Context: an optimization exercise on an open-source flow, tuned for small area and a short achievable clock period. The choices shown serve that exercise and are no tape-out recipe. Function was checked by simulation only, so behaviour that the tests miss may differ from the original. In runs 1 to 5 and 7 the design's own scripts or RTL, not TritonCTS, make the clock network. The flow treats the clock pin as an ideal source. Dropping or thinning the clock tree relies on that and would not hold on a real chip. Power is estimated from default activity; no workload was simulated.

## flow/design.v (module list and top-level ports; edited modules follow where they fit)
// module g_ao22: 3 lines
// module g_aoi21: 3 lines
// module g_inv: 3 lines
// module g_nand2: 3 lines
// module g_nand2b: 3 lines
// module g_nor2: 3 lines
// module g_oai21: 3 lines
// module g_xnor2: 3 lines
// module g_xor2: 3 lines
// module doubling_adder_top: 1821 lines
module doubling_adder_top (
  input  logic                  clk,
  input  logic                  arst_n,
  input  logic                  in_valid,
  input  logic [64-1:0] a,
  input  logic [64-1:0] b,
  input  logic                  cin,
  output logic [64:0]   sum,
  output logic                  out_valid
);
  // ...
==> flow/flow/run.sh <==
#!/bin/bash
# Layout flow: the standard flow (standard.sh, unchanged synthesis) with
#  - the port buffers of buffer_ports set to the smallest buffer, which
#    repair_timing then sizes up where timing needs it (every port still gets
#    its own buffer);
#  - a small balanced clock tree (cts_tree.tcl) in place of TritonCTS: the clock
#    port drives four clock buffers, each driving two leaf clock buffers, each
#    leaf driving an eighth of the flip-flops.
set -euo pipefail
HERE=$(cd "$(dirname "$0")" && pwd)
bash standard.sh finish BUFFER_PORTS_ARGS="-buffer_cell sky130_fd_sc_hd__buf_1" \
  PRE_CTS_TCL="$HERE/cts_tree.tcl" CTS_TOP_BUFS=4 CTS_LEAF_BUFS=2 \
  CTS_TOP_CELL=sky130_fd_sc_hd__clkbuf_8 CTS_LEAF_CELL=sky130_fd_sc_hd__clkbuf_16 \
  > standard_flow.log 2>&1
==> flow/flow/cts_tree.tcl <==
# Sourced by ORFS cts.tcl before it builds the clock tree (PRE_CTS_TCL).
# Replaces clock_tree_synthesis with a small balanced tree: the clock port
# drives CTS_TOP_BUFS buffers, each of which drives CTS_LEAF_BUFS leaf buffers
# (or the flip-flops directly when CTS_LEAF_BUFS is 0). The flip-flops are split
# into groups of equal size by position (halves in x, then halves in y, ...),
# one group per leaf buffer, placed at the group's centre. Every flip-flop sees
# the same number and type of buffers, with no deliberate skew.
set ::cts_top  [expr {[info exists ::env(CTS_TOP_BUFS)]  ? $::env(CTS_TOP_BUFS)  : 4}]
set ::cts_leaf [expr {[info exists ::env(CTS_LEAF_BUFS)] ? $::env(CTS_LEAF_BUFS) : 2}]
set ::cts_top_cell  [expr {[info exists ::env(CTS_TOP_CELL)]  ? $::env(CTS_TOP_CELL)  : "sky130_fd_sc_hd__clkbuf_8"}]
set ::cts_leaf_cell [expr {[info exists ::env(CTS_LEAF_CELL)] ? $::env(CTS_LEAF_CELL) : "sky130_fd_sc_hd__clkbuf_16"}]

# items: list of {object x y}; split into n groups (n a power of two) of equal
# size by recursive bisection at the median, alternating between x and y.
proc cts_tree_split {items n axis} {
  if {$n <= 1} { return [list $items] }
  set idx [expr {$axis eq "x" ? 1 : 2}]
  set sorted [lsort -real -index $idx $items]
  set half [expr {[llength $sorted] / 2}]
  set other [expr {$axis eq "x" ? "y" : "x"}]
  return [concat [cts_tree_split [lrange $sorted 0 [expr {$half - 1}]] [expr {$n / 2}] $other] \
                 [cts_tree_split [lrange $sorted $half end] [expr {$n / 2}] $other]]
}

# Creates a buffer of cell $cell named $name driving the iterms of $items from
# net $in_net, placed at the centre of the items; returns {iterm x y} of its input.
proc cts_tree_buffer {name cell in_net items} {
  set block [ord::get_db_block]
  set master [[ord::get_db] findMaster $cell]
  set inst [odb::dbInst_create $block $master $name]
  set net [odb::dbNet_create $block "net_$name"]
  $net setSigType CLOCK
  set sx 0; set sy 0
  foreach item $items {
    lassign $item it x y
    $it disconnect
    $it connect $net
    set sx [expr {$sx + $x}]; set sy [expr {$sy + $y}]
  }
  set n [llength $items]
  set cx [expr {int($sx / $n)}]
  set cy [expr {int($sy / $n)}]
  $inst setLocation [expr {$cx - [$master getWidth] / 2}] [expr {$cy - [$master getHeight] / 2}]
  $inst setPlacementStatus PLACED
  set a [$inst findITerm A]
  $a connect $in_net
  [$inst findITerm X] connect $net
  puts "cts_tree: $name ($cell) drives $n loads at ($cx, $cy)"
  return [list $a $cx $cy]
}

proc clock_tree_synthesis {args} {
  puts "cts_tree: $::cts_top x $::cts_top_cell, each driving $::cts_leaf x $::cts_leaf_cell (replaces clock_tree_synthesis $args)"
  set block [ord::get_db_block]
  set clk_net [$block findNet clk]
  set items {}
  foreach it [$clk_net getITerms] {
    set inst [$it getInst]
    lassign [$inst getLocation] x y
    set m [$inst getMaster]
    lappend items [list $it [expr {$x + [$m getWidth] / 2}] [expr {$y + [$m getHeight] / 2}]]
  }
  set t 0
  foreach top_group [cts_tree_split $items $::cts_top x] {
    if {$::cts_leaf > 0} {
      set leaves {}
      set l 0
      foreach leaf_group [cts_tree_split $top_group $::cts_leaf [expr {$::cts_top % 2 ? "x" : "y"}]] {
        set tmp [odb::dbNet_create $block "net_tmp_${t}_$l"]
        lappend leaves [cts_tree_buffer "clkbuf_leaf_${t}_$l" $::cts_leaf_cell $tmp $leaf_group]
        incr l
      }
      set top_in [cts_tree_buffer "clkbuf_top_$t" $::cts_top_cell $clk_net $leaves]
      foreach l [$block getNets] { if {[string match "net_tmp_*" [$l getName]] && [llength [$l getITerms]] == 0} { odb::dbNet_destroy $l } }
    } else {
      cts_tree_buffer "clkbuf_top_$t" $::cts_top_cell $clk_net $top_group
    }
    incr t
  }
  $clk_net setSigType CLOCK
  set_propagated_clock [all_clocks]
}
==> flow/standard.sh <==
#!/bin/bash
# synth_recipe.tcl (not shown) runs the flow's synth.tcl, then flattens the netlist and writes it again
# the make line also repeats each setting of config.mk as NAME=value (left out here)
make -C /OpenROAD-flow-scripts/flow DESIGN_CONFIG=/design/flow/config.mk WORK_HOME=/design/flow/orfs CLKGATE_MAP_FILE= SYNTH_SCRIPT=/design/flow/synth_recipe.tcl "${@:-finish}"
==> flow/config.mk <==
export PLATFORM = sky130hd
export DESIGN_NAME = doubling_adder_top
export DESIGN_NICKNAME = doubling_adder_top
export VERILOG_FILES = /design/flow/design.v
export SDC_FILE = /design/flow/constraint.sdc
export NUM_CORES = 4
export LEC_CHECK = 0
export CAP_MARGIN = 20
export CORE_MARGIN = 2
export CORE_UTILIZATION = 65
export HOLD_SLACK_MARGIN = 0.05
export SETUP_SLACK_MARGIN = 1.75
export SLEW_MARGIN = 20
export SYNTH_HIERARCHICAL = 1
export SYNTH_MINIMUM_KEEP_SIZE = 0
==> flow/constraint.sdc <==
create_clock -name core_clock -period 3.2 [get_ports {clk}]
set_input_delay 0.6400 -clock core_clock [delete_from_list [all_inputs] [get_ports {clk}]]
set_output_delay 0.6400 -clock core_clock [all_outputs]
set_load 0.01 [all_outputs]
==> run notes, run 1 <==
Global route:
- The first global-routing pass estimated 29600 um of wire.
- The busiest metal layer after global routing is met2.
- Global routing consumed, on the met2 layer, 50.4% of the routing resources.
- The final global-route overflow total is 0.
- The number of antenna violations at the first check in global routing came to 0.

Worst setup path:
- The class of the most critical setup path is reg -> out.
- In this run the number of cells on the critical path is 1.
- The delay of the slowest cell on the worst path is 0.42 ns.
- In this run the worst setup path terminates at sum[12].
- Measured in cells, the most critical reg-to-reg path has a length of 6.
- The startpoint identified for the worst register-to-register timing path is p_q[2]$_DFF_P_.
- The data arrival time of the critical path is 0.84 ns.
- STA classifies the critical path endpoint as a primary output.
- For the worst setup path, the data required time is 2.56 ns.
- The maximum fanout count along the critical path is 2.

Synthesis:
- The count of synthesis-stage warnings from yosys is 7.
- The top cell type by area accounts for 23.0% of the synthesized area.
- The cell type with the highest aggregate area in the netlist is sky130_fd_sc_hd__dfrtp_1.
- The net count of the mapped netlist is 1095.
- The post-synthesis instance total is 963.

Placement:
- The weighted congestion reported at the end of routability-driven placement is 0.924.

Final layout:
- The number of fill cells is 766.
- Across the whole layout, storage elements make up 32.3% of the cell area.
- The number of ordinary inverters in the final layout is 34.
- The number of antenna cells inserted is 0.
- The area of all sequential standard cells is 0.00330 mm2.

STA:
- The slack of the critical path is 1.72 ns.
- The actual slew at the worst max-slew pin is 0.621 ns.
- The total of endpoints with negative setup slack in the final report is 0.
- Setup repair after global routing could not meet its margin everywhere.

Outcome:
- The flow ran to the end and the layout has no timing, DRC or antenna violations.

Power:
- The combinational power is 1820 uW.
- The static leakage power is 0.00447 uW.
- The total power is 5380 uW.

Route:
- In the detailed route, the total length drawn on met2 is 9990 um.
- Wires add up to 19300 um.
- After detailed routing, the number of remaining DRC violations is 0.
- The total iterations of the first detailed-routing run is 5.

Min path:
- The type of the tightest min-delay check is in -> async.

Floorplanning:
- The initial utilization of the core area, before any placement, comes to 67.3%.

Clock network:
- After clock tree synthesis, the flow added hold-fix buffers numbering 0.
- After clock tree synthesis, the repair step resized 44 gates.
==> inputs of run 2 (changes only) <==
--- a/flow/config.mk
+++ b/flow/config.mk
@@ -9,7 +9,7 @@
 export CORE_MARGIN = 2
 export CORE_UTILIZATION = 65
 export HOLD_SLACK_MARGIN = 0.05
-export SETUP_SLACK_MARGIN = 1.75
+export SETUP_SLACK_MARGIN = 1.65
 export SLEW_MARGIN = 20
 export SYNTH_HIERARCHICAL = 1
 export SYNTH_MINIMUM_KEEP_SIZE = 0
==> run notes, run 2 <==
Outcome:
- Status: no timing/DRC/antenna violations (unchanged).

Route:
- The routed via count divided by cell count is 5.23 (was 5.32).
- The number of nets with antenna violations after detailed routing is 0 (unchanged).
- The aggregate routed wire length is 17800 um (was 19300 um).
- The total iterations of the first detailed-routing run is 5 (unchanged).
- The final routed wire length divided by cell count is 13.2 um (was 13.8 um).
- The DRC violation count after routing is 0 (unchanged).
- The number of DRC markers in iteration 0 came to 392 (was 438).
- The number of vias in the routed layout came to 7076 (was 7453).

Synthesis:
- The number of synthesized register bits came to 146 (unchanged).
- The post-synthesis instance total is 963 (unchanged).
- Largest cells by area after synthesis: sky130_fd_sc_hd__dfrtp_1, sky130_fd_sc_hd__dfxtp_1, sky130_fd_sc_hd__xor2_1 (unchanged).
- The count of synthesis-stage warnings from yosys came to 7 (unchanged).
- Top cell types by occurrence after synthesis: sky130_fd_sc_hd__nand2_1, sky130_fd_sc_hd__nor2_1, sky130_fd_sc_hd__xor2_1 (unchanged).
- The top cell type's share of synthesized area is 23.0% (unchanged).
- The most common cell in the synthesized netlist is sky130_fd_sc_hd__nand2_1 (unchanged).
- The net count of the mapped netlist was 1095 (unchanged).
- The cell type with the highest aggregate area in the netlist is sky130_fd_sc_hd__dfrtp_1 (unchanged).
- The mean area per synthesized cell came to 8.46 um2 (unchanged).
- The cell area after synthesis is 0.00815 mm2 (unchanged).
- The post-synthesis async set-or-reset flop share is 51.4% (unchanged).
- The number of enable-type register cells in the synthesized netlist is 0 (unchanged).
- The register area share after synthesis was 40.5% (unchanged).
- The number of library cell types mapped by synthesis is 11 (unchanged).
- The commonest register cell after synthesis is sky130_fd_sc_hd__dfrtp_1 (unchanged).

Worst setup path:
- The launch point of the worst reg-to-reg path is valid_q$_DFF_PN0_ (was p_q[2]$_DFF_P_).
- The required time at the worst-slack endpoint is 3.41 ns (was 2.56 ns).
- The slowest stage cell on the critical path is sky130_fd_sc_hd__o21ai_2 (was sky130_fd_sc_hd__dfrtp_1).
- The data arrival time of the critical path is 1.72 ns (was 0.84 ns).
- The critical path's most frequent cell is sky130_fd_sc_hd__o21ai_2.
- The endpoint class of the critical path is a register (was primary output).
- The capture instance of the worst register-to-register path is sum[60]$_DFF_PN0_ (was sum[46]$_DFF_PN0_).
- The setup slack on the worst flop-to-flop path is 1.73 ns (was 1.81 ns).
- The delay of the slowest cell on the worst path is 0.21 ns (was 0.42 ns).
- The class of the most critical setup path is in -> reg (was reg -> out).
- The depth of the worst register-to-register path is 3 (was 6).
- The category of the worst setup path launch point is an input port (was register).
- Cell chain of the critical path: clkbuf_2, nor2_1, o21ai_2, inv_1, o21ai_2, a21oi_2, o21ai_2, nand2_1, inv_1 (was clkbuf_2).
- The maximum fanout count along the critical path is 4 (was 2).

Clock network:
- The clock transition at the register clock pins on the worst setup and hold paths after CTS is 0.07 ns (was 0.08 ns).
- The number of hold buffers added after cts is 0 (unchanged).
- The later-pin clock latency in the skew report is 0.28 ns (about the same).

Final layout:
- The number of antenna cells inserted came to 0 (unchanged).
- The fraction of final layout cells with drive strength greater than 1 is 8.85% (was 19.9%).
- The final standard cell count with taps included and fillers excluded came to 1354 (was 1401).
- The leading cell type in the layout, fill and taps excluded is sky130_fd_sc_hd__buf_1 (was sky130_fd_sc_hd__nand2_1).
- The top register by number of flip-flops is sum (unchanged).
- Commonest cells after routing, fill and taps aside: sky130_fd_sc_hd__buf_1, sky130_fd_sc_hd__nand2_1, sky130_fd_sc_hd__nor2_1 (was sky130_fd_sc_hd__nand2_1, sky130_fd_sc_hd__nor2_1, sky130_fd_sc_hd__buf_1).
- Top Registers: sum (65), s_q (64), g_q (8) (unchanged).
- The synthesis-to-finish area growth is 17.1% (was 25.4%).
- The layout net count is 1320 (was 1367).
- The final instance area is 0.00954 mm2 (was 0.0102 mm2).
- The number of flip-flops in the largest register is 65 (unchanged).

Placement:
- The number of port buffers is 197 (unchanged).
- The placed standard-cell area is 0.00915 mm2 (was 0.00917 mm2).
- The placed wire-length estimate after detailed placement is 13500 um (was 13800 um).
- The weighted congestion reported at the end of routability-driven placement is 0.893 (was 0.924).
- The cell total after placement is 1333 (was 1332).

Global route:
- The met1 track utilization from global routing is 32.5% (was 33.2%).
- The met2 usage is 46.9% (was 50.4%).
- The final global-route overflow total came to 0 (unchanged).
- The busiest metal layer after global routing is met2 (unchanged).
- The number of antenna violations at the first check in global routing came to 0 (unchanged).
- The met3 demand-to-capacity share in global routing is 2.88% (was 2.30%).
- The global routing usage summed across all routing layers is 25.5% (was 26.6%).
- The pin count of the biggest net entering global routing is 67 (was 42).
- The first-pass GRT wire length is 28500 um (was 29600 um).
- The via count of the first global-routing pass was 6621 (was 6840).

Floorplanning:
- The width of the die is 116 um (unchanged).
- The top-level I/O count was 198 (unchanged).
- The die height is 116 um (unchanged).
- The effective utilization at floorplan is 67.3% (unchanged).
- The die area is 0.0134 mm2 (unchanged).
- The placeable core area came to 0.0121 mm2 (unchanged).
- The number of rows created at floorplan is 40 (unchanged).

STA:
- The maximum achievable frequency is 663 MHz (was 674 MHz).
- The number of max-slew violations in the final report came to 0 (unchanged).
- The hold slack is 0.389 ns (was 0.377 ns).
- The time the final worst path needs with I/O delays and setup is 1.51 ns (was 1.48 ns).
- The number of hold violations in the final report is 0 (unchanged).
- The clock tree skew after final layout is 0.0135 ns (was 0.00603 ns).
- RSZ-0062 raised after global routing: yes (unchanged).
- The total negative setup slack is 0 ns (unchanged).
- The max-slew headroom at the worst pin was 58.5% (was 58.6%).
- The total of endpoints with negative setup slack in the final report came to 0 (unchanged).
- The actual slew at the worst max-slew pin is 0.622 ns (was 0.621 ns).
- The ratio of final minimum period to clock period is 47.1% (was 46.4%).

Power:
- The worst IR drop on VDD is 0.000265 V (was 0.000279 V).
- The total power divided by cell area is 524 mW/mm2 (was 526 mW/mm2).
- The static leakage power is 0.00397 uW (was 0.00447 uW).

Min path:
- The type of the tightest min-delay check is in -> async (unchanged).

Flow run:
- The max-capacitance violation count is 0 (unchanged).
## run 2: worst max-delay path, delay by kind of cell
kind                   cells  cell delay, ns
buffers and inverters      3            0.27
AND/OR/NAND/NOR            2            0.13
AO/OA/AOI/OAI              4            0.69
## run 2: what timing repair did
| item | CTS | global route |
|---|---|---|
| buffers inserted | 4 | 3 |
| endpoints found under the setup margin | 67 | 30 |
| cloned | 2 | 0 |
| pin swaps | 1 | 4 |
| endpoints found under the hold margin | 0 | 0 |
| gates resized for setup | 7 | 13 |
## run 2: per-module statistics from Yosys, one instance, submodules excluded
module,cell area [um2],flip-flops and latches,times used,cells inside
doubling_adder_top,3300,146,1,146
g_ao22,8.76,0,65,1
g_aoi21,8.76,0,59,1
g_xnor2,8.76,0,72,1
g_xor2,8.76,0,105,1
g_nand2b,6.26,0,63,1
g_oai21,5.00,0,95,1
g_inv,3.75,0,34,1
g_nand2,3.75,0,166,1
g_nor2,3.75,0,158,1
## run 2: area by class of cell
| class | count | area [um2] |
|---|---|---|
| Timing Repair Buffer | 209 | 840 |
| Timing Repair inverter | 2 | 15.0 |
| Tap cell | 168 | 210 |
| Inverter | 34 | 131 |
| Buffer | 12 | 255 |
| Fill cell | 897 | 2570 |
| Sequential cell | 146 | 3300 |
| Multi-Input combinational cell | 783 | 4780 |
## run 2: where the power goes
group | internal, uW | leakage, uW | total [uW] | switching, uW
Sequential | 2210 | 0.00151 | 2450 | 239
Clock | 560 | 0.000127 | 1100 | 539
Combinational | 631 | 0.00233 | 1440 | 813
## run 2: per-layer routing
layer | vias up | routed length [um]
met1 | 3226 | 7740
met5 | - | 0
li1 | 3634 | -
met2 | 192 | 8750
met3 | 24 | 1010
met4 | 0 | 311
## run 2: cell families (layout without fill, tap and decap cells)
family | count (synthesis) | after routing | synth area share, %
flops | 146 | 146 | 40.5
compound gates | 219 | 219 | 19.2
buf+inv | 34 | 257 | 1.57
xor+xnor | 177 | 177 | 19.0
simple gates | 387 | 387 | 19.8
## run 2: worst max-delay path by stage
stage / start / end / slack, ns / cells after the start
6_report: b[0] / g_q[0]$_DFF_PN0_ / 1.69 / 9
5_1_grt: b[0] / g_q[0]$_DFF_PN0_ / 1.55 / 9
4_1_cts: b[0] / g_q[0]$_DFF_PN0_ / 1.65 / 9
3_5_place_dp: valid_q$_DFF_PN0_ / sum[34]$_DFF_PN0_ / 1.21 / 4
3_3_place_gp: valid_q$_DFF_PN0_ / sum[37]$_DFF_PN0_ / 1.28 / 4
2_1_floorplan: valid_q$_DFF_PN0_ / sum[32]$_DFF_PN0_ / 1.08 / 3
## run 2: stage by stage
stage	setup WS [ns]	util (%)	power, uW
global placement	1.28	75.6	3850
detailed placement	1.21	75.6	3890
floorplan	1.08	-	3400
finish	1.69	78.8	5000
global route	1.55	78.8	5280
CTS	1.65	78.2	4990
==> inputs of run 3 (changes only) <==
--- a/flow/config.mk
+++ b/flow/config.mk
@@ -9,7 +9,7 @@
 export CORE_MARGIN = 2
 export CORE_UTILIZATION = 65
 export HOLD_SLACK_MARGIN = 0.05
-export SETUP_SLACK_MARGIN = 1.65
+export SETUP_SLACK_MARGIN = 1.7
 export SLEW_MARGIN = 20
 export SYNTH_HIERARCHICAL = 1
 export SYNTH_MINIMUM_KEEP_SIZE = 0
==> run notes, run 3 <==
Outcome:
- Status: no timing/DRC/antenna violations (unchanged).

Worst setup path:
- The endpoint class of the critical path is a primary output (was register).
- The combined buffer and inverter count along the critical path was 1 (was 3).
- The category of the worst setup path launch point is a register (was input port).
- The slowest stage cell on the critical path is sky130_fd_sc_hd__dfrtp_1 (was sky130_fd_sc_hd__o21ai_2).
- The data arrival time of the critical path came to 0.84 ns (was 1.72 ns).
- Cell chain of the critical path: buf_1 (was clkbuf_2, nor2_1, o21ai_2, inv_1, o21ai_2, a21oi_2, o21ai_2, nand2_1, inv_1).
- The depth of the worst register-to-register path is 6 (was 3).
- The delay of the slowest cell on the worst path is 0.39 ns (was 0.21 ns).
- The family with the most delay on the worst path is flip-flops (was compound AO/OA/AOI/OAI gates).
- The maximum fanout count along the critical path was 2 (was 4).
- The class of the most critical setup path is reg -> out (was in -> reg).
- The setup slack on the worst flop-to-flop path was 1.79 ns (was 1.73 ns).
- The launch point of the worst reg-to-reg path is g_q[0]$_DFF_PN0_ (was valid_q$_DFF_PN0_).
- The capture instance of the worst register-to-register path is sum[52]$_DFF_PN0_ (was sum[60]$_DFF_PN0_).
- The required time at the worst-slack endpoint is 2.56 ns (was 3.41 ns).

Route:
- The number of DRC markers in iteration 0 was 332 (was 392).
- The DRC violation count after routing is 0 (unchanged).
- The number of vias in the routed layout is 7130 (was 7076).
- The routed via count divided by cell count came to 5.27 (was 5.23).
- The final routed wire length divided by cell count is 13.5 um (was 13.2 um).
- The number of nets with antenna violations after detailed routing is 0 (unchanged).
- The aggregate routed wire length came to 18200 um (was 17800 um).
- The total iterations of the first detailed-routing run is 5 (unchanged).

Floorplanning:
- The width of the die is 116 um (unchanged).
- The die height was 116 um (unchanged).
- The top-level I/O count was 198 (unchanged).
- The number of rows created at floorplan is 40 (unchanged).
- The placeable core area is 0.0121 mm2 (unchanged).
- The effective utilization at floorplan was 67.3% (unchanged).
- The die area came to 0.0134 mm2 (unchanged).

Synthesis:
- The number of synthesized register bits is 146 (unchanged).
- The commonest register cell after synthesis is sky130_fd_sc_hd__dfrtp_1 (unchanged).
- Top cell types by occurrence after synthesis: sky130_fd_sc_hd__nand2_1, sky130_fd_sc_hd__nor2_1, sky130_fd_sc_hd__xor2_1 (unchanged).
- The net count of the mapped netlist is 1095 (unchanged).
- The register area share after synthesis is 40.5% (unchanged).
- The number of enable-type register cells in the synthesized netlist is 0 (unchanged).
- The post-synthesis instance total is 963 (unchanged).
- The count of synthesis-stage warnings from yosys was 7 (unchanged).
- The most common cell in the synthesized netlist is sky130_fd_sc_hd__nand2_1 (unchanged).
- Largest cells by area after synthesis: sky130_fd_sc_hd__dfrtp_1, sky130_fd_sc_hd__dfxtp_1, sky130_fd_sc_hd__xor2_1 (unchanged).
- The top cell type's share of synthesized area is 23.0% (unchanged).
- The number of library cell types mapped by synthesis is 11 (unchanged).
- The mean area per synthesized cell was 8.46 um2 (unchanged).
- The cell area after synthesis came to 0.00815 mm2 (unchanged).
- The post-synthesis async set-or-reset flop share came to 51.4% (unchanged).
- The cell type with the highest aggregate area in the netlist is sky130_fd_sc_hd__dfrtp_1 (unchanged).

STA:
- The slack of the critical path is 1.72 ns (was 1.69 ns).
- The number of hold violations in the final report is 0 (unchanged).
- The actual slew at the worst max-slew pin is 0.729 ns (was 0.622 ns).
- The total negative setup slack came to 0 ns (unchanged).
- The time the final worst path needs with I/O delays and setup came to 1.48 ns (was 1.51 ns).
- RSZ-0062 raised after global routing: yes (unchanged).
- The ratio of final minimum period to clock period is 46.2% (was 47.1%).
- The total of endpoints with negative setup slack in the final report came to 0 (unchanged).
- The number of max-slew violations in the final report came to 0 (unchanged).
- The maximum achievable frequency came to 677 MHz (was 663 MHz).
- The clock tree skew after final layout is 0.0126 ns (was 0.0135 ns).
- The max-slew headroom at the worst pin is 51.4% (was 58.5%).

Global route:
- The via count of the first global-routing pass is 6659 (was 6621).
- The final global-route overflow total came to 0 (unchanged).
- The global routing usage summed across all routing layers is 26.3% (was 25.5%).
- The number of antenna violations at the first check in global routing is 0 (unchanged).
- The pin count of the biggest net entering global routing is 53 (was 67).
- The first-pass GRT wire length was 29200 um (was 28500 um).

Placement:
- The pre-CTS setup slack is 1.22 ns (was 1.21 ns).
- The number of port buffers came to 197 (unchanged).
- The weighted congestion reported at the end of routability-driven placement is 0.898 (was 0.893).
- The placed wire-length estimate after detailed placement came to 13400 um (was 13500 um).

Final layout:
- The leading cell type in the layout, fill and taps excluded is sky130_fd_sc_hd__buf_1 (unchanged).
- The top register by number of flip-flops is sum (unchanged).
- The number of antenna cells inserted is 0 (unchanged).
- The number of fill cells is 895 (was 897).
- Commonest cells after routing, fill and taps aside: sky130_fd_sc_hd__buf_1, sky130_fd_sc_hd__nand2_1, sky130_fd_sc_hd__nor2_1 (unchanged).
- The area of all sequential standard cells is 0.00330 mm2 (unchanged).
- The layout net count is 1318 (was 1320).
- The fraction of final layout cells with drive strength greater than 1 is 10.6% (was 8.85%).
- Top Registers: sum (65), s_q (64), g_q (8) (unchanged).
- The multi-input logic area is 0.00483 mm2 (was 0.00478 mm2).
- The synthesis-to-finish area growth is 18.0% (was 17.1%).
- The number of flip-flops in the largest register was 65 (unchanged).

Clock network:
- The later-pin clock latency in the skew report was 0.28 ns (about the same).
- The number of hold buffers added after cts is 0 (unchanged).
- The clock transition at the register clock pins on the worst setup and hold paths after CTS is 0.08 ns (was 0.07 ns).

Power:
- The total power divided by cell area is 521 mW/mm2 (was 524 mW/mm2).
- The static leakage power is 0.00402 uW (was 0.00397 uW).
- The total power is 5010 uW (was 5000 uW).
- The worst IR drop on VDD was 0.000249 V (was 0.000265 V).

Flow run:
- The max-capacitance violation count is 0 (unchanged).

Min path:
- The type of the tightest min-delay check is in -> async (unchanged).
run 3: cell counts after synthesis:
No cell type changed its count.
run 3: how the worst max path moves through the flow:
stage | start | endpoint | cells past startpoint
floorplan | valid_q$_DFF_PN0_ | sum[32]$_DFF_PN0_ | 3
global placement | g_q[0]$_DFF_PN0_ | sum[63]$_DFF_PN0_ | 6
detailed placement | g_q[0]$_DFF_PN0_ | sum[59]$_DFF_PN0_ | 6
CTS | a[16] | g_q[2]$_DFF_PN0_ | 7
global route | p_q[2]$_DFF_P_ | sum[46]$_DFF_PN0_ | 6
finish | sum[44]$_DFF_PN0_ | sum[44] | 1
run 3: repair_timing:
item	CTS	global route
gates resized for setup	7	34
pin swaps	2	5
buffers inserted	6	3
endpoints found under the hold margin	0	0
endpoints found under the setup margin	69	51
run 3: cell type report:
class / instances / share of cell area, %
plain buffers: 12 / 2.66
well taps: 168 / 2.19
multi-input cells: 783 / 50.2
repair buffers: 209 / 9.20
inverters: 34 / 1.37
flip-flops and latches: 146 / 34.4
run 3: cell families after synthesis:
group | count (synthesis) | synth area share (%)
simple gates | 387 | 19.8
compound gates | 219 | 19.2
xor+xnor | 177 | 19.0
flops | 146 | 40.5
buf+inv | 34 | 1.57
run 3: per-module statistics from Yosys (local to each module, per instance):
module / cells inside / cell area (um2) / times used / flops+latches
doubling_adder_top: 146 / 3300 / 1 / 146
g_ao22: 1 / 8.76 / 65 / 0
g_aoi21: 1 / 8.76 / 59 / 0
g_inv: 1 / 3.75 / 34 / 0
g_nand2: 1 / 3.75 / 166 / 0
g_nand2b: 1 / 6.26 / 63 / 0
g_nor2: 1 / 3.75 / 158 / 0
g_oai21: 1 / 5.00 / 95 / 0
g_xnor2: 1 / 8.76 / 72 / 0
g_xor2: 1 / 8.76 / 105 / 0
run 3: per-stage QoR:
stage               utilization [%]  area [um2]  hold WS, ns  std cells
floorplan                         -        8170        0.344        963
global placement               75.6        9150        0.435       1331
detailed placement             75.6        9150        0.448       1331
CTS                            78.5        9510        0.458       1349
global route                   79.4        9610        0.472       1352
finish                         79.4        9610        0.422       1352
run 3: worst register-to-register path: stages (launching register included):
cell	delay, ns
sky130_fd_sc_hd__dfrtp_2	0.47
sky130_fd_sc_hd__a21oi_4	0.22
sky130_fd_sc_hd__inv_1	0.07
sky130_fd_sc_hd__a21oi_2	0.21
sky130_fd_sc_hd__inv_2	0.12
sky130_fd_sc_hd__nand2_1	0.11
sky130_fd_sc_hd__xnor2_1	0.12
run 3: where the power goes:
group          internal (uW)  switching (uW)
Sequential              2210             243
Clock                    560             537
Combinational            648             811
Total                   3420            1590
run 3: routing by layer:
layer | part of all wire, % | wire length [um] | GRT usage [%] | vias up
met5 | 0 | 0 | 0 | -
met4 | 2.1 | 383 | 6.43 | 0
met3 | 5.3 | 966 | 2.62 | 33
met2 | 50 | 9090 | 49.0 | 226
met1 | 43 | 7790 | 32.8 | 3235
li1 | - | - | - | 3636
==> inputs of run 4 (changes only) <==
==> flow/flow/run.sh (replaced) <==
#!/bin/bash
# Layout flow: the standard flow (standard.sh, unchanged synthesis) with
#  - the port buffers of buffer_ports set to sky130_fd_sc_hd__buf_2, which
#    repair_timing sizes up where timing needs it (every port still gets its
#    own buffer);
#  - a small balanced clock tree (cts_tree.tcl) in place of TritonCTS: the clock
#    port drives four clock buffers, each driving two leaf clock buffers, each
#    leaf driving an eighth of the flip-flops;
#  - the output register's flip-flops one drive strength up (same cell type).
set -euo pipefail
HERE=$(cd "$(dirname "$0")" && pwd)
bash standard.sh finish BUFFER_PORTS_ARGS="-buffer_cell sky130_fd_sc_hd__buf_2" \
  PRE_CTS_TCL="$HERE/cts_tree.tcl" CTS_TOP_BUFS=4 CTS_LEAF_BUFS=2 \
  CTS_TOP_CELL=sky130_fd_sc_hd__clkbuf_16 CTS_LEAF_CELL=sky130_fd_sc_hd__clkbuf_16 \
  OUT_FLOP_CELL=sky130_fd_sc_hd__dfrtp_2 \
  > standard_flow.log 2>&1
--- a/flow/flow/cts_tree.tcl
+++ b/flow/flow/cts_tree.tcl
@@ -50,6 +50,18 @@
 }
 
 proc clock_tree_synthesis {args} {
+  # The output register drives the output port's buffer: give it more drive.
+  if {[info exists ::env(OUT_FLOP_CELL)] && $::env(OUT_FLOP_CELL) ne ""} {
+    set n 0
+    set master [[ord::get_db] findMaster $::env(OUT_FLOP_CELL)]
+    foreach inst [[ord::get_db_block] getInsts] {
+      if {[string match "sum*" [$inst getName]] && [[$inst getMaster] getName] eq "sky130_fd_sc_hd__dfrtp_1"} {
+        $inst swapMaster $master
+        incr n
+      }
+    }
+    puts "cts_tree: $n output flip-flops set to $::env(OUT_FLOP_CELL)"
+  }
   puts "cts_tree: $::cts_top x $::cts_top_cell, each driving $::cts_leaf x $::cts_leaf_cell (replaces clock_tree_synthesis $args)"
   set block [ord::get_db_block]
   set clk_net [$block findNet clk]
==> run notes, run 4 <==
Outcome:
- Status: no timing/DRC/antenna violations (unchanged).

Global route:
- The global routing usage summed across all routing layers is 27.0% (was 26.3%).
- The final global-route overflow total is 0 (unchanged).
- The number of antenna violations at the first check in global routing was 0 (unchanged).
- The pin count of the biggest net entering global routing is 46 (was 53).
- The via count of the first global-routing pass is 6891 (was 6659).
- The first-pass GRT wire length is 30100 um (was 29200 um).

Worst setup path:
- The launch point of the worst reg-to-reg path was valid_q$_DFF_PN0_ (was g_q[0]$_DFF_PN0_).
- The endpoint class of the critical path is a primary output (unchanged).
- The combined buffer and inverter count along the critical path came to 1 (unchanged).
- The data arrival time of the critical path is 0.85 ns (was 0.84 ns).
- The setup slack on the worst flop-to-flop path is 1.82 ns (was 1.79 ns).
- The slowest stage cell on the critical path is sky130_fd_sc_hd__dfrtp_2 (was sky130_fd_sc_hd__dfrtp_1).
- The required time at the worst-slack endpoint is 2.56 ns (about the same).
- The class of the most critical setup path is reg -> out (unchanged).
- The capture instance of the worst register-to-register path was sum[29]$_DFF_PN0_ (was sum[52]$_DFF_PN0_).
- The family with the most delay on the worst path was flip-flops (unchanged).
- The first element of the critical path is sum[14]$_DFF_PN0_ (was sum[44]$_DFF_PN0_).
- Cell chain of the critical path: buf_2 (was buf_1).
- The delay of the slowest cell on the worst path came to 0.43 ns (was 0.39 ns).
- The category of the worst setup path launch point is a register (unchanged).
- The depth of the worst register-to-register path is 4 (was 6).
- The critical path endpoint was sum[14] (was sum[44]).
- The instance count on the critical path is 1 (unchanged).
- The maximum fanout count along the critical path is 2 (unchanged).

STA:
- The time the final worst path needs with I/O delays and setup is 1.49 ns (was 1.48 ns).
- The ratio of final minimum period to clock period is 46.6% (was 46.2%).
- RSZ-0062 raised after global routing: yes (unchanged).
- The max-slew headroom at the worst pin was 62.1% (was 51.4%).
- The number of hold violations in the final report is 0 (unchanged).
- The clock tree skew after final layout is 0.0106 ns (was 0.0126 ns).
- The actual slew at the worst max-slew pin is 0.568 ns (was 0.729 ns).
- The maximum achievable frequency was 671 MHz (was 677 MHz).
- The total of endpoints with negative setup slack in the final report is 0 (unchanged).
- The number of max-slew violations in the final report was 0 (unchanged).
- The total negative setup slack was 0 ns (unchanged).

Clock network:
- The clock transition at the register clock pins on the worst setup and hold paths after CTS is 0.08 ns (about the same).
- The later-pin clock latency in the skew report is 0.27 ns (was 0.28 ns).
- The number of hold buffers added after cts was 0 (unchanged).

Floorplanning:
- The die height is 116 um (unchanged).
- The width of the die is 116 um (unchanged).
- The die area was 0.0134 mm2 (unchanged).
- The top-level I/O count came to 198 (unchanged).
- The effective utilization at floorplan was 67.3% (unchanged).
- The number of rows created at floorplan is 40 (unchanged).
- The placeable core area was 0.0121 mm2 (unchanged).

Route:
- The number of DRC markers in iteration 0 is 424 (was 332).
- The number of nets with antenna violations after detailed routing is 0 (unchanged).
- The final routed wire length divided by cell count is 13.9 um (was 13.5 um).
- The routed via count divided by cell count came to 5.30 (was 5.27).
- The number of vias in the routed layout is 7177 (was 7130).
- The DRC violation count after routing is 0 (unchanged).
- The total iterations of the first detailed-routing run was 6 (was 5).
- The aggregate routed wire length is 18800 um (was 18200 um).

Synthesis:
- The register area share after synthesis came to 40.5% (unchanged).
- Largest cells by area after synthesis: sky130_fd_sc_hd__dfrtp_1, sky130_fd_sc_hd__dfxtp_1, sky130_fd_sc_hd__xor2_1 (unchanged).
- The post-synthesis async set-or-reset flop share was 51.4% (unchanged).
- The net count of the mapped netlist is 1095 (unchanged).
- The post-synthesis instance total is 963 (unchanged).
- The number of library cell types mapped by synthesis is 11 (unchanged).
- The mean area per synthesized cell was 8.46 um2 (unchanged).
- The cell area after synthesis is 0.00815 mm2 (unchanged).
- The number of synthesized register bits came to 146 (unchanged).
- The count of synthesis-stage warnings from yosys is 7 (unchanged).
- The top cell type's share of synthesized area is 23.0% (unchanged).
- The commonest register cell after synthesis was sky130_fd_sc_hd__dfrtp_1 (unchanged).
- The cell type with the highest aggregate area in the netlist is sky130_fd_sc_hd__dfrtp_1 (unchanged).
- Top cell types by occurrence after synthesis: sky130_fd_sc_hd__nand2_1, sky130_fd_sc_hd__nor2_1, sky130_fd_sc_hd__xor2_1 (unchanged).
- The number of enable-type register cells in the synthesized netlist is 0 (unchanged).
- The most common cell in the synthesized netlist is sky130_fd_sc_hd__nand2_1 (unchanged).

Final layout:
- Top Registers: sum (65), s_q (64), g_q (8) (unchanged).
- Commonest cells after routing, fill and taps aside: sky130_fd_sc_hd__buf_2, sky130_fd_sc_hd__nand2_1, sky130_fd_sc_hd__nor2_1 (was sky130_fd_sc_hd__buf_1, sky130_fd_sc_hd__nand2_1, sky130_fd_sc_hd__nor2_1).
- The layout net count was 1319 (was 1318).
- The multi-input logic area is 0.00481 mm2 (was 0.00483 mm2).
- The fraction of final layout cells with drive strength greater than 1 was 31.2% (was 10.6%).
- The final instance area was 0.00995 mm2 (was 0.00961 mm2).
- The leading cell type in the layout, fill and taps excluded is sky130_fd_sc_hd__buf_2 (was sky130_fd_sc_hd__buf_1).
- The top register by number of flip-flops is sum (unchanged).
- The synthesis-to-finish area growth is 22.1% (was 18.0%).
- The number of antenna cells inserted is 0 (unchanged).
- The area of all sequential standard cells is 0.00338 mm2 (was 0.00330 mm2).
- The final standard cell count with taps included and fillers excluded is 1353 (was 1352).
- The number of flip-flops in the largest register came to 65 (unchanged).
- The number of fill cells is 853 (was 895).

Flow run:
- The max-capacitance violation count was 0 (unchanged).

Min path:
- The type of the tightest min-delay check is in -> async (unchanged).

Placement:
- The placed wire-length estimate after detailed placement came to 13700 um (was 13400 um).
- The weighted congestion reported at the end of routability-driven placement came to 0.944 (was 0.898).
- The cell total after placement is 1332 (was 1331).
- The placed standard-cell area came to 0.00939 mm2 (was 0.00915 mm2).
- The number of port buffers is 197 (unchanged).

Power:
- The worst IR drop on VDD was 0.000269 V (was 0.000249 V).
- The total power divided by cell area is 528 mW/mm2 (was 521 mW/mm2).
- The static leakage power is 0.00448 uW (was 0.00402 uW).
- The total power was 5250 uW (was 5010 uW).
run 4: repair_timing:
action / 4_1_cts / 5_1_grt
buffers inserted: 5 / 4
resized for setup: 5 / 21
pin swaps: 1 / 3
hold endpoints to repair: 0 / 0
setup endpoints to repair: 65 / 39
run 4: layout make-up:
type                    count  share of cell area [%]
inverters                  34                    1.32
multi-input cells         783                    48.3
flip-flops and latches    146                    34.0
well taps                 168                    2.11
plain buffers              12                    3.02
repair buffers            210                    11.2
run 4: per-module statistics from Yosys (local to each module, per instance):
| module | flip-flops and latches | times used |
|---|---|---|
| g_inv | 0 | 34 |
| g_xnor2 | 0 | 72 |
| g_oai21 | 0 | 95 |
| doubling_adder_top | 146 | 1 |
| g_xor2 | 0 | 105 |
| g_nor2 | 0 | 158 |
| g_nand2b | 0 | 63 |
| g_aoi21 | 0 | 59 |
| g_nand2 | 0 | 166 |
| g_ao22 | 0 | 65 |
run 4: worst min path at each step:
| stage | start | to | cells after the start |
|---|---|---|---|
| after floorplan | arst_n | g_q[0]$_DFF_PN0_ | 0 |
| after CTS | arst_n | sum[20]$_DFF_PN0_ | 1 |
| final | arst_n | sum[20]$_DFF_PN0_ | 1 |
| after global placement | s_q[6]$_DFF_P_ | sum[6]$_DFF_PN0_ | 1 |
| after global routing | arst_n | sum[22]$_DFF_PN0_ | 1 |
| after detailed placement | s_q[1]$_DFF_P_ | sum[1]$_DFF_PN0_ | 1 |
run 4: routing by layer:
metal	track usage (%)	share of wire [%]	wire length (um)
met5	0	0	0
met3	3.50	5.4	1020
met4	5.87	2.1	389
met2	50.1	50	9300
met1	33.7	43	8060
run 4: metrics by stage:
step / util (%) / setup slack [ns] / hold slack, ns
floorplan: - / 1.08 / 0.344
global placement: 77.6 / 1.26 / 0.434
detailed placement: 77.6 / 1.19 / 0.444
CTS: 81.4 / 1.70 / 0.384
global route: 82.2 / 1.66 / 0.413
finish: 82.2 / 1.71 / 0.345
run 4: where the power goes:
| part | switching [uW] | internal (uW) |
|---|---|---|
| registers | 242 | 2250 |
| logic | 821 | 723 |
| clock network | 550 | 667 |
| total | 1610 | 3640 |
run 4: cells by family (layout without fill, tap and decap cells):
logic type,after synthesis,after routing,synth area share [%]
AND/OR/NAND/NOR,387,387,19.8
buffers and inverters,34,256,1.57
flip-flops,146,146,40.5
XOR/XNOR,177,177,19.0
AO/OA/AOI/OAI,219,219,19.2
==> inputs of run 5 (changes only) <==
==> flow/flow/run.sh (replaced) <==
#!/bin/bash
# Layout flow: the standard flow (standard.sh, unchanged synthesis) with
#  - the port buffers of buffer_ports set to sky130_fd_sc_hd__buf_2, which
#    repair_timing sizes up where timing needs it (every port still gets its
#    own buffer);
#  - a small balanced clock tree (cts_tree.tcl) in place of TritonCTS: the clock
#    port drives four clock inverters, each driving two leaf clock inverters,
#    each leaf driving an eighth of the flip-flops (two inversions on every
#    path, so each acts as a buffer).
set -euo pipefail
HERE=$(cd "$(dirname "$0")" && pwd)
bash standard.sh finish BUFFER_PORTS_ARGS="-buffer_cell sky130_fd_sc_hd__buf_2" \
  PRE_CTS_TCL="$HERE/cts_tree.tcl" CTS_TOP_BUFS=4 CTS_LEAF_BUFS=2 \
  CTS_TOP_CELL=sky130_fd_sc_hd__clkinv_8 CTS_LEAF_CELL=sky130_fd_sc_hd__clkinv_8 \
  > standard_flow.log 2>&1
--- a/flow/flow/cts_tree.tcl
+++ b/flow/flow/cts_tree.tcl
@@ -1,7 +1,9 @@
 # Sourced by ORFS cts.tcl before it builds the clock tree (PRE_CTS_TCL).
 # Replaces clock_tree_synthesis with a small balanced tree: the clock port
-# drives CTS_TOP_BUFS buffers, each of which drives CTS_LEAF_BUFS leaf buffers
-# (or the flip-flops directly when CTS_LEAF_BUFS is 0). The flip-flops are split
+# drives CTS_TOP_BUFS cells, each of which drives CTS_LEAF_BUFS leaf cells (or
+# the flip-flops directly when CTS_LEAF_BUFS is 0). The cells may be buffers or
+# inverters; with inverters both levels invert, so every flip-flop still sees
+# the clock's rising edge through two inversions, like a buffer. The flip-flops are split
 # into groups of equal size by position (halves in x, then halves in y, ...),
 # one group per leaf buffer, placed at the group's centre. Every flip-flop sees
 # the same number and type of buffers, with no deliberate skew.
@@ -44,24 +46,14 @@
   $inst setPlacementStatus PLACED
   set a [$inst findITerm A]
   $a connect $in_net
-  [$inst findITerm X] connect $net
+  foreach it [$inst getITerms] {
+    if {[$it isOutputSignal]} { $it connect $net }
+  }
   puts "cts_tree: $name ($cell) drives $n loads at ($cx, $cy)"
   return [list $a $cx $cy]
 }
 
 proc clock_tree_synthesis {args} {
-  # The output register drives the output port's buffer: give it more drive.
-  if {[info exists ::env(OUT_FLOP_CELL)] && $::env(OUT_FLOP_CELL) ne ""} {
-    set n 0
-    set master [[ord::get_db] findMaster $::env(OUT_FLOP_CELL)]
-    foreach inst [[ord::get_db_block] getInsts] {
-      if {[string match "sum*" [$inst getName]] && [[$inst getMaster] getName] eq "sky130_fd_sc_hd__dfrtp_1"} {
-        $inst swapMaster $master
-        incr n
-      }
-    }
-    puts "cts_tree: $n output flip-flops set to $::env(OUT_FLOP_CELL)"
-  }
   puts "cts_tree: $::cts_top x $::cts_top_cell, each driving $::cts_leaf x $::cts_leaf_cell (replaces clock_tree_synthesis $args)"
   set block [ord::get_db_block]
   set clk_net [$block findNet clk]
--- a/flow/config.mk
+++ b/flow/config.mk
@@ -9,7 +9,7 @@
 export CORE_MARGIN = 2
 export CORE_UTILIZATION = 65
 export HOLD_SLACK_MARGIN = 0.05
-export SETUP_SLACK_MARGIN = 1.7
+export SETUP_SLACK_MARGIN = 1.8
 export SLEW_MARGIN = 20
 export SYNTH_HIERARCHICAL = 1
 export SYNTH_MINIMUM_KEEP_SIZE = 0
==> run notes, run 5 <==
STA:
- The time the final worst path needs with I/O delays and setup is 1.55 ns (was 1.49 ns).
- The maximum achievable frequency was 644 MHz (was 671 MHz).
- The actual slew at the worst max-slew pin is 0.574 ns (was 0.568 ns).
- The total of endpoints with negative setup slack in the final report came to 0 (unchanged).
- The number of hold violations in the final report is 0 (unchanged).
- RSZ-0062 raised after global routing: yes (unchanged).
- The total negative setup slack came to 0 ns (unchanged).
- The number of max-slew violations in the final report came to 0 (unchanged).
- The max-slew headroom at the worst pin is 61.7% (was 62.1%).
- The hold slack is 0.459 ns (was 0.345 ns).
- The clock tree skew after final layout is 0.0161 ns (was 0.0106 ns).
- The ratio of final minimum period to clock period is 48.5% (was 46.6%).

Worst setup path:
- The launch point of the worst reg-to-reg path is s_q[8]$_DFF_P_ (was valid_q$_DFF_PN0_).
- The family with the most delay on the worst path is simple AND/OR/NAND/NOR gates (was flip-flops).
- The delay of the slowest cell on the worst path is 0.24 ns (was 0.43 ns).
- The endpoint class of the critical path is a register (was primary output).
- The maximum fanout count along the critical path is 4 (was 2).
- The category of the worst setup path launch point is an input port (was register).
- The slowest stage cell on the critical path was sky130_fd_sc_hd__nor2_1 (was sky130_fd_sc_hd__dfrtp_2).
- The data arrival time of the critical path is 1.61 ns (was 0.85 ns).
- The combined buffer and inverter count along the critical path is 1 (unchanged).
- The first element of the critical path is b[37] (was sum[14]$_DFF_PN0_).
- The class of the most critical setup path is in -> reg (was reg -> out).
- The required time at the worst-slack endpoint is 3.25 ns (was 2.56 ns).
- Cell chain of the critical path: buf_2, nor2_4, nor2_1, nand2_1, o21ai_1, xor2_1 (was buf_2).

Clock network:
- The later-pin clock latency in the skew report was 0.14 ns (was 0.27 ns).
- The number of hold buffers added after cts came to 0 (unchanged).
- The clock transition at the register clock pins on the worst setup and hold paths after CTS is 0.06 ns (was 0.08 ns).

Flow run:
- The max-capacitance violation count is 0 (unchanged).

Power:
- The switching share of total power is 37.9% (was 30.7%).
- The total net switching power was 1970 uW (was 1610 uW).
- The internal portion of total power is 3220 uW (was 3640 uW).
- The relative contribution of sequential cells to total power came to 47.7% (was 47.4%).
- The static leakage power is 0.00486 uW (was 0.00448 uW).
- The combinational power share is 36.0% (was 29.4%).
- The worst IR drop on VDD is 0.000225 V (was 0.000269 V).
- The share of power burned in the clock network is 16.2% (was 23.2%).
- The total power divided by cell area is 468 mW/mm2 (was 528 mW/mm2).

Final layout:
- The top register by number of flip-flops is sum (unchanged).
- The final standard cell count with taps included and fillers excluded came to 1375 (was 1353).
- Top Registers: sum (65), s_q (64), g_q (8) (unchanged).
- The number of flip-flops in the largest register is 65 (unchanged).
- Commonest cells after routing, fill and taps aside: sky130_fd_sc_hd__buf_2, sky130_fd_sc_hd__nand2_1, sky130_fd_sc_hd__xor2_1 (was sky130_fd_sc_hd__buf_2, sky130_fd_sc_hd__nand2_1, sky130_fd_sc_hd__nor2_1).
- The leading cell type in the layout, fill and taps excluded was sky130_fd_sc_hd__buf_2 (unchanged).
- The number of antenna cells inserted is 0 (unchanged).
- The synthesis-to-finish area growth is 35.8% (was 22.1%).
- The layout net count is 1341 (was 1319).
- The final core utilization is 91.3% (was 82.2%).
- The number of fill cells is 529 (was 853).
- The fraction of final layout cells with drive strength greater than 1 is 39.4% (was 31.2%).
- The final instance area is 0.0111 mm2 (was 0.00995 mm2).

Synthesis:
- The number of library cell types mapped by synthesis is 11 (unchanged).
- The post-synthesis async set-or-reset flop share was 51.4% (unchanged).
- The multiplexer fraction of the synthesized cell area is 0% (unchanged).
- The most common cell in the synthesized netlist is sky130_fd_sc_hd__nand2_1 (unchanged).
- Largest cells by area after synthesis: sky130_fd_sc_hd__dfrtp_1, sky130_fd_sc_hd__dfxtp_1, sky130_fd_sc_hd__xor2_1 (unchanged).
- The top cell type's share of synthesized area was 23.0% (unchanged).
- The number of enable-type register cells in the synthesized netlist came to 0 (unchanged).
- The mean area per synthesized cell is 8.46 um2 (unchanged).
- The cell area after synthesis is 0.00815 mm2 (unchanged).
- The number of synthesized register bits is 146 (unchanged).
- The adder-cell share of the synthesized area is 0% (unchanged).
- The share of synthesized cell area in and, or, nand and nor gates is 19.8% (unchanged).
- The post-synthesis instance total is 963 (unchanged).
- The register area share after synthesis is 40.5% (unchanged).
- The count of synthesis-stage warnings from yosys is 7 (unchanged).
- The synthesized-area fraction occupied by xor and xnor cells was 19.0% (unchanged).
- The area fraction in compound gates after synthesis is 19.2% (unchanged).
- Top cell types by occurrence after synthesis: sky130_fd_sc_hd__nand2_1, sky130_fd_sc_hd__nor2_1, sky130_fd_sc_hd__xor2_1 (unchanged).
- The net count of the mapped netlist was 1095 (unchanged).
- The cell type with the highest aggregate area in the netlist is sky130_fd_sc_hd__dfrtp_1 (unchanged).
- The largest family of logic cells by synthesized area is simple AND/OR/NAND/NOR gates (unchanged).
- The commonest register cell after synthesis is sky130_fd_sc_hd__dfrtp_1 (unchanged).

Route:
- The number of vias in the routed layout is 8335 (was 7177).
- The final routed wire length divided by cell count is 19.2 um (was 13.9 um).
- The total iterations of the first detailed-routing run is 6 (unchanged).
- The routed via count divided by cell count is 6.06 (was 5.30).
- The DRC violation count after routing was 0 (unchanged).
- The aggregate routed wire length is 26400 um (was 18800 um).
- The number of nets with antenna violations after detailed routing is 0 (unchanged).
- The number of DRC markers in iteration 0 is 847 (was 424).

Placement:
- The placed standard-cell area is 0.00943 mm2 (was 0.00939 mm2).
- The cell total after placement is 1333 (was 1332).
- The weighted congestion reported at the end of routability-driven placement is 0.903 (was 0.944).
- The number of port buffers is 197 (unchanged).
- The placed wire-length estimate after detailed placement is 14400 um (was 13700 um).

Global route:
- The via count of the first global-routing pass came to 7076 (was 6891).
- The first-pass GRT wire length is 31600 um (was 30100 um).
- The global routing usage summed across all routing layers is 28.4% (was 27.0%).
- The final global-route overflow total was 0 (unchanged).
- The pin count of the biggest net entering global routing was 67 (was 46).
- The number of antenna violations at the first check in global routing is 0 (unchanged).

Floorplanning:
- The width of the die is 116 um (unchanged).
- The number of rows created at floorplan is 40 (unchanged).
- The top-level I/O count is 198 (unchanged).
- The die area is 0.0134 mm2 (unchanged).
- The placeable core area is 0.0121 mm2 (unchanged).
- The effective utilization at floorplan is 67.3% (unchanged).
- The die height is 116 um (unchanged).

Outcome:
- Status: no timing/DRC/antenna violations (unchanged).

Min path:
- In this run the most critical hold path is launched from s_q[0]$_DFF_P_.
- The type of the tightest min-delay check is reg -> reg (was in -> async).
==> run 5: final timing paths <==
check	cells past startpoint	end	slack, ns
setup / recovery	6	s_q[39]$_DFF_P_	1.65
min in group asynchronous	1	sum[14]$_DFF_PN0_	0.49
setup reg to reg	5	sum[14]$_DFF_PN0_	1.75
max in group asynchronous	2	sum[41]$_DFF_PN0_	2.03
hold reg to reg	1	sum[0]$_DFF_PN0_	0.46
hold / removal	1	sum[0]$_DFF_PN0_	0.46
==> run 5: per-layer routing <==
layer  wire length, um  track usage (%)  up-vias
li1                  -                -     3695
met5                 0                0        -
met1              9630             36.0     4015
met3              1990             2.98      118
met2             13800             52.4      507
met4              1040             6.27        0
==> run 5: area by class of cell <==
type,instances,area [um2],share of cell area [%]
Sequential cell,146,3300,29.9
Timing Repair Buffer,232,1510,13.6
Inverter,46,329,2.97
Tap cell,168,210,1.90
Multi-Input combinational cell,783,5710,51.7
==> run 5: timing repair <==
| item | in CTS | in global routing |
|---|---|---|
| pin swaps | 33 | 92 |
| setup buffers | 12 | 18 |
| cloned | 0 | 0 |
| resized for setup | 126 | 204 |
| setup endpoints to repair | 95 | 66 |
==> run 5: cell families (layout without fill, tap and decap cells) <==
family          Yosys count  after routing
compound gates          219            219
xor+xnor                177            177
buf+inv                  34            278
flops                   146            146
simple gates            387            387
==> run 5: per-stage QoR <==
stage | setup WS, ns | total power (uW)
6_report | 1.65 | 5180
5_1_grt | 1.50 | 5410
4_1_cts | 1.76 | 4870
3_5_place_dp | 1.22 | 3980
3_3_place_gp | 1.31 | 3930
2_1_floorplan | 1.08 | 3400
==> run 5: power by group through the flow <==
stage               clock (uW)  combinational [uW]  sequential (uW)
floorplan                    0                 868             2530
detailed placement           0                1510             2480
CTS                        822                1600             2450
finish                     841                1870             2470
global route               911                2000             2500
global placement             0                1460             2470
==> run 5: Yosys stat by module, one instance, submodules excluded <==
module,flops+latches,cells inside,times used
doubling_adder_top,146,146,1
g_ao22,0,1,65
g_aoi21,0,1,59
g_xnor2,0,1,72
g_xor2,0,1,105
g_nand2b,0,1,63
g_oai21,0,1,95
g_inv,0,1,34
g_nand2,0,1,166
g_nor2,0,1,158
==> inputs of run 6 (changes only) <==
--- a/flow/config.mk
+++ b/flow/config.mk
@@ -9,7 +9,7 @@
 export CORE_MARGIN = 2
 export CORE_UTILIZATION = 65
 export HOLD_SLACK_MARGIN = 0.05
-export SETUP_SLACK_MARGIN = 1.8
+export SETUP_SLACK_MARGIN = 1.88
 export SLEW_MARGIN = 20
 export SYNTH_HIERARCHICAL = 1
 export SYNTH_MINIMUM_KEEP_SIZE = 0
==> run notes, run 6 <==
Floorplanning:
- The top-level I/O count is 198 (unchanged).
- The die height came to 116 um (unchanged).
- The width of the die was 116 um (unchanged).
- The number of rows created at floorplan was 40 (unchanged).
- The effective utilization at floorplan was 67.3% (unchanged).

Synthesis:
- The top cell type's share of synthesized area came to 23.0% (unchanged).
- The number of enable-type register cells in the synthesized netlist came to 0 (unchanged).
- The most common cell in the synthesized netlist is sky130_fd_sc_hd__nand2_1 (unchanged).
- The post-synthesis instance total is 963 (unchanged).
- The mean area per synthesized cell came to 8.46 um2 (unchanged).
- Top cell types by occurrence after synthesis: sky130_fd_sc_hd__nand2_1, sky130_fd_sc_hd__nor2_1, sky130_fd_sc_hd__xor2_1 (unchanged).
- The number of library cell types mapped by synthesis is 11 (unchanged).
- Largest cells by area after synthesis: sky130_fd_sc_hd__dfrtp_1, sky130_fd_sc_hd__dfxtp_1, sky130_fd_sc_hd__xor2_1 (unchanged).
- The cell area after synthesis is 0.00815 mm2 (unchanged).
- The net count of the mapped netlist is 1095 (unchanged).
- The commonest register cell after synthesis is sky130_fd_sc_hd__dfrtp_1 (unchanged).
- The number of synthesized register bits is 146 (unchanged).
- The post-synthesis async set-or-reset flop share is 51.4% (unchanged).
- The cell type with the highest aggregate area in the netlist is sky130_fd_sc_hd__dfrtp_1 (unchanged).
- The register area share after synthesis is 40.5% (unchanged).
- The count of synthesis-stage warnings from yosys is 7 (unchanged).

Outcome:
- Status: aborted with a tool error (was no timing/DRC/antenna violations).
- The first error in the log reads "[ERROR DPL-0038] Utilization greater than 100%, impossible to legalize".
- It got as far as global routing (5_1_grt) and failed there.

Placement:
- The placed wire-length estimate after detailed placement came to 14700 um (was 14400 um).
- The number of port buffers is 197 (unchanged).
- The weighted congestion reported at the end of routability-driven placement is 0.977 (was 0.903).
- The placed standard-cell area is 0.00985 mm2 (was 0.00943 mm2).

STA:
- After the last repair the worst path ends at a sequential cell input.
- The last worst endpoint in the global-route repair_timing is s_q[15]$_DFF_P_/D.

Global route:
- The pin count of the biggest net entering global routing is 42.
-- run 6: cell counts after synthesis --
Identical to the previous run, type by type.
-- run 6: how the worst max path moves through the flow --
stage	to	slack, ns	depth (start not counted)
after floorplan	sum[32]$_DFF_PN0_	1.08	3
after global placement	sum[32]$_DFF_PN0_	1.27	4
after detailed placement	sum[62]$_DFF_PN0_	1.18	6
after CTS	g_q[0]$_DFF_PN0_	1.73	9
-- run 6: repair_timing --
action                     4_1_cts
gates resized for setup        273
pin swaps                      131
setup buffers                   59
hold endpoints to repair         0
setup endpoints to repair      119
hold buffers                     0
-- run 6: logic make-up after synthesis --
logic type      share of synthesized area [%]
flops                                    40.5
buf+inv                                  1.57
compound gates                           19.2
xor+xnor                                 19.0
simple gates                             19.8
-- run 6: per-module statistics from Yosys (local to each module, per instance) --
| module | cells | flops+latches | cell area [um2] | times used |
|---|---|---|---|---|
| g_aoi21 | 1 | 0 | 8.76 | 59 |
| doubling_adder_top | 146 | 146 | 3300 | 1 |
| g_nor2 | 1 | 0 | 3.75 | 158 |
| g_ao22 | 1 | 0 | 8.76 | 65 |
| g_oai21 | 1 | 0 | 5.00 | 95 |
| g_xor2 | 1 | 0 | 8.76 | 105 |
| g_nand2 | 1 | 0 | 3.75 | 166 |
| g_xnor2 | 1 | 0 | 8.76 | 72 |
| g_inv | 1 | 0 | 3.75 | 34 |
| g_nand2b | 1 | 0 | 6.26 | 63 |
-- run 6: power groups by stage --
stage | clock network, uW | registers [uW] | logic, uW
after global placement | 0 | 2500 | 1500
after CTS | 810 | 2450 | 1830
after floorplan | 0 | 2530 | 908
after detailed placement | 0 | 2500 | 1550
-- run 6: per-stage QoR --
step | utilization, % | instances | hold slack (ns) | setup slack, ns
2_1_floorplan | - | 963 | 0.344 | 1.08
3_3_place_gp | 81.3 | 1332 | 0.437 | 1.27
3_5_place_dp | 81.3 | 1332 | 0.440 | 1.18
4_1_cts | 94.8 | 1403 | 0.449 | 1.73
==> inputs of run 7 (changes only) <==
--- a/flow/flow/run.sh
+++ b/flow/flow/run.sh
@@ -11,5 +11,5 @@
 HERE=$(cd "$(dirname "$0")" && pwd)
 bash standard.sh finish BUFFER_PORTS_ARGS="-buffer_cell sky130_fd_sc_hd__buf_2" \
   PRE_CTS_TCL="$HERE/cts_tree.tcl" CTS_TOP_BUFS=4 CTS_LEAF_BUFS=2 \
-  CTS_TOP_CELL=sky130_fd_sc_hd__clkinv_8 CTS_LEAF_CELL=sky130_fd_sc_hd__clkinv_8 \
+  CTS_TOP_CELL=sky130_fd_sc_hd__clkinv_2 CTS_LEAF_CELL=sky130_fd_sc_hd__clkinv_8 \
   > standard_flow.log 2>&1
--- a/flow/config.mk
+++ b/flow/config.mk
@@ -9,7 +9,7 @@
 export CORE_MARGIN = 2
 export CORE_UTILIZATION = 65
 export HOLD_SLACK_MARGIN = 0.05
-export SETUP_SLACK_MARGIN = 1.88
+export SETUP_SLACK_MARGIN = 1.72
 export SLEW_MARGIN = 20
 export SYNTH_HIERARCHICAL = 1
 export SYNTH_MINIMUM_KEEP_SIZE = 0
==> run notes, run 7 <==
Worst setup path:
- The critical path goes through buf_2.
- The critical path in this run is classified as reg -> out.
- In this design, the largest share of critical-path delay is due to flip-flops.
- The number of buffers and inverters on the critical path is 1.
- Along the worst path, the maximum fanout reaches 2.
- STA classifies the critical path endpoint as a primary output.
- The data arrival time of the critical path is 0.87 ns.
- STA classifies the critical path startpoint as a register.
- The required time at the worst-slack endpoint is 2.56 ns.
- The slowest stage of the critical path belongs to the cell sky130_fd_sc_hd__dfrtp_1.
- The delay of the slowest cell on the worst path is 0.43 ns.

Synthesis:
- The mean area per synthesized cell is 8.46 um2 (unchanged).
- The top cell type's share of synthesized area is 23.0% (unchanged).
- The register area share after synthesis is 40.5% (unchanged).
- The net count of the mapped netlist is 1095 (unchanged).
- Largest cells by area after synthesis: sky130_fd_sc_hd__dfrtp_1, sky130_fd_sc_hd__dfxtp_1, sky130_fd_sc_hd__xor2_1 (unchanged).
- The count of synthesis-stage warnings from yosys is 7 (unchanged).
- The cell area after synthesis is 0.00815 mm2 (unchanged).
- The number of synthesized register bits was 146 (unchanged).
- The commonest register cell after synthesis is sky130_fd_sc_hd__dfrtp_1 (unchanged).
- The most common cell in the synthesized netlist is sky130_fd_sc_hd__nand2_1 (unchanged).
- The post-synthesis async set-or-reset flop share is 51.4% (unchanged).
- The post-synthesis instance total is 963 (unchanged).
- The cell type with the highest aggregate area in the netlist is sky130_fd_sc_hd__dfrtp_1 (unchanged).
- Top cell types by occurrence after synthesis: sky130_fd_sc_hd__nand2_1, sky130_fd_sc_hd__nor2_1, sky130_fd_sc_hd__xor2_1 (unchanged).
- The number of library cell types mapped by synthesis came to 11 (unchanged).
- The number of enable-type register cells in the synthesized netlist is 0 (unchanged).

STA:
- Setup repair after global routing could not meet its margin everywhere.
- Across the routed clock network, the largest skew measured is 0.0262 ns.
- The final critical path takes up 47.1% of the cycle.
- The number of max-slew violations in the final report is 0.
- The total negative setup slack is 0 ns.
- Across all setup checks in the final design, the least slack found is 1.69 ns.
- At the pin with the least slew margin, the transition time is 0.640 ns.
- The maximum achievable frequency is 663 MHz.
- The worst path in the final design needs a cycle of 1.51 ns, including I/O delays and setup.
- The number of hold violations in the final report came to 0.
- The max-slew headroom at the worst pin is 57.3%.
- The total of endpoints with negative setup slack in the final report is 0.

Floorplanning:
- The die height is 116 um (unchanged).
- The core region is 0.0121 mm2.
- The top-level I/O count is 198 (unchanged).
- The width of the die came to 116 um (unchanged).
- The effective utilization at floorplan was 67.3% (unchanged).
- The die area is 0.0134 mm2.
- The number of rows created at floorplan is 40 (unchanged).

Outcome:
- Status: no timing/DRC/antenna violations (was aborted with a tool error).

Clock network:
- The later pin in the worst-skew pair is clocked with a latency of 0.28 ns.
- The clock transition at the register clock pins on the worst setup and hold paths after CTS is 0.09 ns.

Final layout:
- The number of antenna cells inserted is 0.
- The synthesis-to-finish area growth is 21.9%.
- The net count of the finished layout is 1344.
- The final standard cell count with taps included and fillers excluded is 1378.
- The top cell types in the final layout, fill and taps aside, are sky130_fd_sc_hd__buf_2, sky130_fd_sc_hd__nand2_1, sky130_fd_sc_hd__nor2_1.
- The number of flip-flops in the largest register is 65.
- In the final layout, the registers with the most flip-flops are sum (65), s_q (64), g_q (8).
- Counting flops per register, the top entry is sum.
- Of the cells placed in the final design, the portion with a size suffix greater than 1 is 27.2%.
- The leading cell type in the layout, fill and taps excluded is sky130_fd_sc_hd__buf_2.

Power:
- IR analysis of the VDD net gives a maximum drop of 0.000201 V.
- Sequential cells burn 50.5% of the power.
- Summed over all nets, the switching power comes to 1720 uW.
- The switching share of total power is 35.4%.
- The analysis attributes to cell leakage a power of 0.00460 uW.
- Dividing total power by cell area gives a power density of 489 mW/mm2.
- The internal portion of total power is 3130 uW.
- The combinational power share is 34.0%.
- The share of total power dissipated in the clock network is 15.5%.

Route:
- The routed via count divided by cell count is 5.29.
- The DRC violation count after routing is 0.
- The number of nets with antenna violations after detailed routing is 0.
- The number of DRC markers in iteration 0 is 382.
- The final layout contains routed wiring with a total length of 18400 um.
- The final route contains 7283 vias.
- The final routed wire length divided by cell count is 13.4 um.
- The first detailed-routing pass took 5 iterations.

Global route:
- The via count of the first global-routing pass was 6686.
- The global routing usage summed across all routing layers is 26.0%.
- For met2 alone, demand over resource in global routing was 47.6%.
- After global routing, the most crowded layer is met2.
- The met1 track utilization from global routing is 32.6%.
- The first global-routing pass estimated 29000 um of wire.
- The number of antenna violations at the first check in global routing is 0.
- The final global-route overflow total is 0.
- Global routing used 2.82% of the available met3 tracks.
- Entering global routing, the biggest net connects 51 pins.

Placement:
- The pre-CTS setup slack is 1.22 ns (was 1.18 ns).
- The placed wire-length estimate after detailed placement came to 13700 um (was 14700 um).
- The weighted congestion reported at the end of routability-driven placement is 0.906 (was 0.977).
- The number of port buffers was 197 (unchanged).
- The cell total after placement came to 1332 (unchanged).

Flow run:
- Max-cap violations in this run came to 0.

Min path:
- The worst hold path belongs to the class in -> async.
-- run 7: cell type report --
class / instances / area (um2)
fillers: 869 / 2180
inverters: 46 / 282
multi-input cells: 783 / 4810
flip-flops and latches: 146 / 3300
well taps: 168 / 210
repair buffers: 235 / 1320
-- run 7: repair_timing --
| action | in CTS | in global routing |
|---|---|---|
| setup endpoints to repair | 70 | 60 |
| resized for setup | 7 | 18 |
| hold buffers | 0 | 0 |
| pin swaps | 3 | 4 |
| hold endpoints to repair | 0 | 0 |
| setup buffers | 8 | 26 |
-- run 7: cells by family after synthesis --
kind of cell,after synthesis,share of synthesized area (%)
AOI/OAI and AO/OA,219,19.2
DFF,146,40.5
and+or+nand+nor,387,19.8
buffers and inverters,34,1.57
xor gates and xnor gates,177,19.0
-- run 7: metal layers --
layer  vias up  wire length [um]
met4         0               546
met2       213              9060
met5         -                 0
met1      3345              7840
li1       3683                 -
met3        42               961
-- run 7: stage by stage --
step | util (%) | hold slack [ns] | area, um2 | total power (uW)
2_1_floorplan | - | 0.344 | 8180 | 3400
3_3_place_gp | 77.7 | 0.435 | 9410 | 3920
3_5_place_dp | 77.7 | 0.442 | 9410 | 3970
4_1_cts | 79.8 | 0.401 | 9660 | 4740
5_1_grt | 82.0 | 0.428 | 9930 | 5140
6_report | 82.0 | 0.367 | 9930 | 4860
-- run 7: Yosys stat by module, one instance, submodules excluded, a selection --
| module | cell area [um2] | flip-flops and latches | copies in the design |
|---|---|---|---|
| g_xor2 | 8.76 | 0 | 105 |
| g_aoi21 | 8.76 | 0 | 59 |
| g_ao22 | 8.76 | 0 | 65 |
| g_nand2b | 6.26 | 0 | 63 |
| g_inv | 3.75 | 0 | 34 |
| g_nand2 | 3.75 | 0 | 166 |
-- run 7: power groups by stage --
stage / sequential, uW / combinational (uW) / clock (uW)
floorplan: 2530 / 867 / 0
global placement: 2490 / 1430 / 0
detailed placement: 2490 / 1480 / 0
CTS: 2450 / 1530 / 763
global route: 2490 / 1820 / 836
finish: 2450 / 1650 / 755
-- run 7: worst reg2reg max path: stages (launching register included) --
cell and delay [ns]:
sky130_fd_sc_hd__dfxtp_1 0.42, sky130_fd_sc_hd__nand2_1 0.14, sky130_fd_sc_hd__nor2_1 0.19, sky130_fd_sc_hd__a21oi_2 0.08, sky130_fd_sc_hd__inv_1 0.21, sky130_fd_sc_hd__nand2b_1 0.14
sky130_fd_sc_hd__xnor2_1 0.15
-- run 7: path summary, 6_finish.rpt --
check	depth (start not counted)	from	slack [ns]	to
setup / recovery	1	sum[8]$_DFF_PN0_	1.69	sum[8]
hold / removal	1	arst_n	0.37	sum[22]$_DFF_PN0_
setup reg to reg	6	p_q[2]$_DFF_P_	1.76	sum[47]$_DFF_PN0_
hold reg to reg	1	s_q[6]$_DFF_P_	0.46	sum[6]$_DFF_PN0_
max in group asynchronous	2	arst_n	2.12	g_q[0]$_DFF_PN0_
min in group core_clock	1	s_q[6]$_DFF_P_	0.46	sum[6]$_DFF_PN0_

Re-timed with assumed drivers on the ports (clkbuf_16 on the clock, buf_2 on other inputs), run 7 has 1.619 ns of setup slack against 1.692 ns with ideal ports, and 1.468 ns once port delays also move by the mid clock arrival of 0.345 ns.
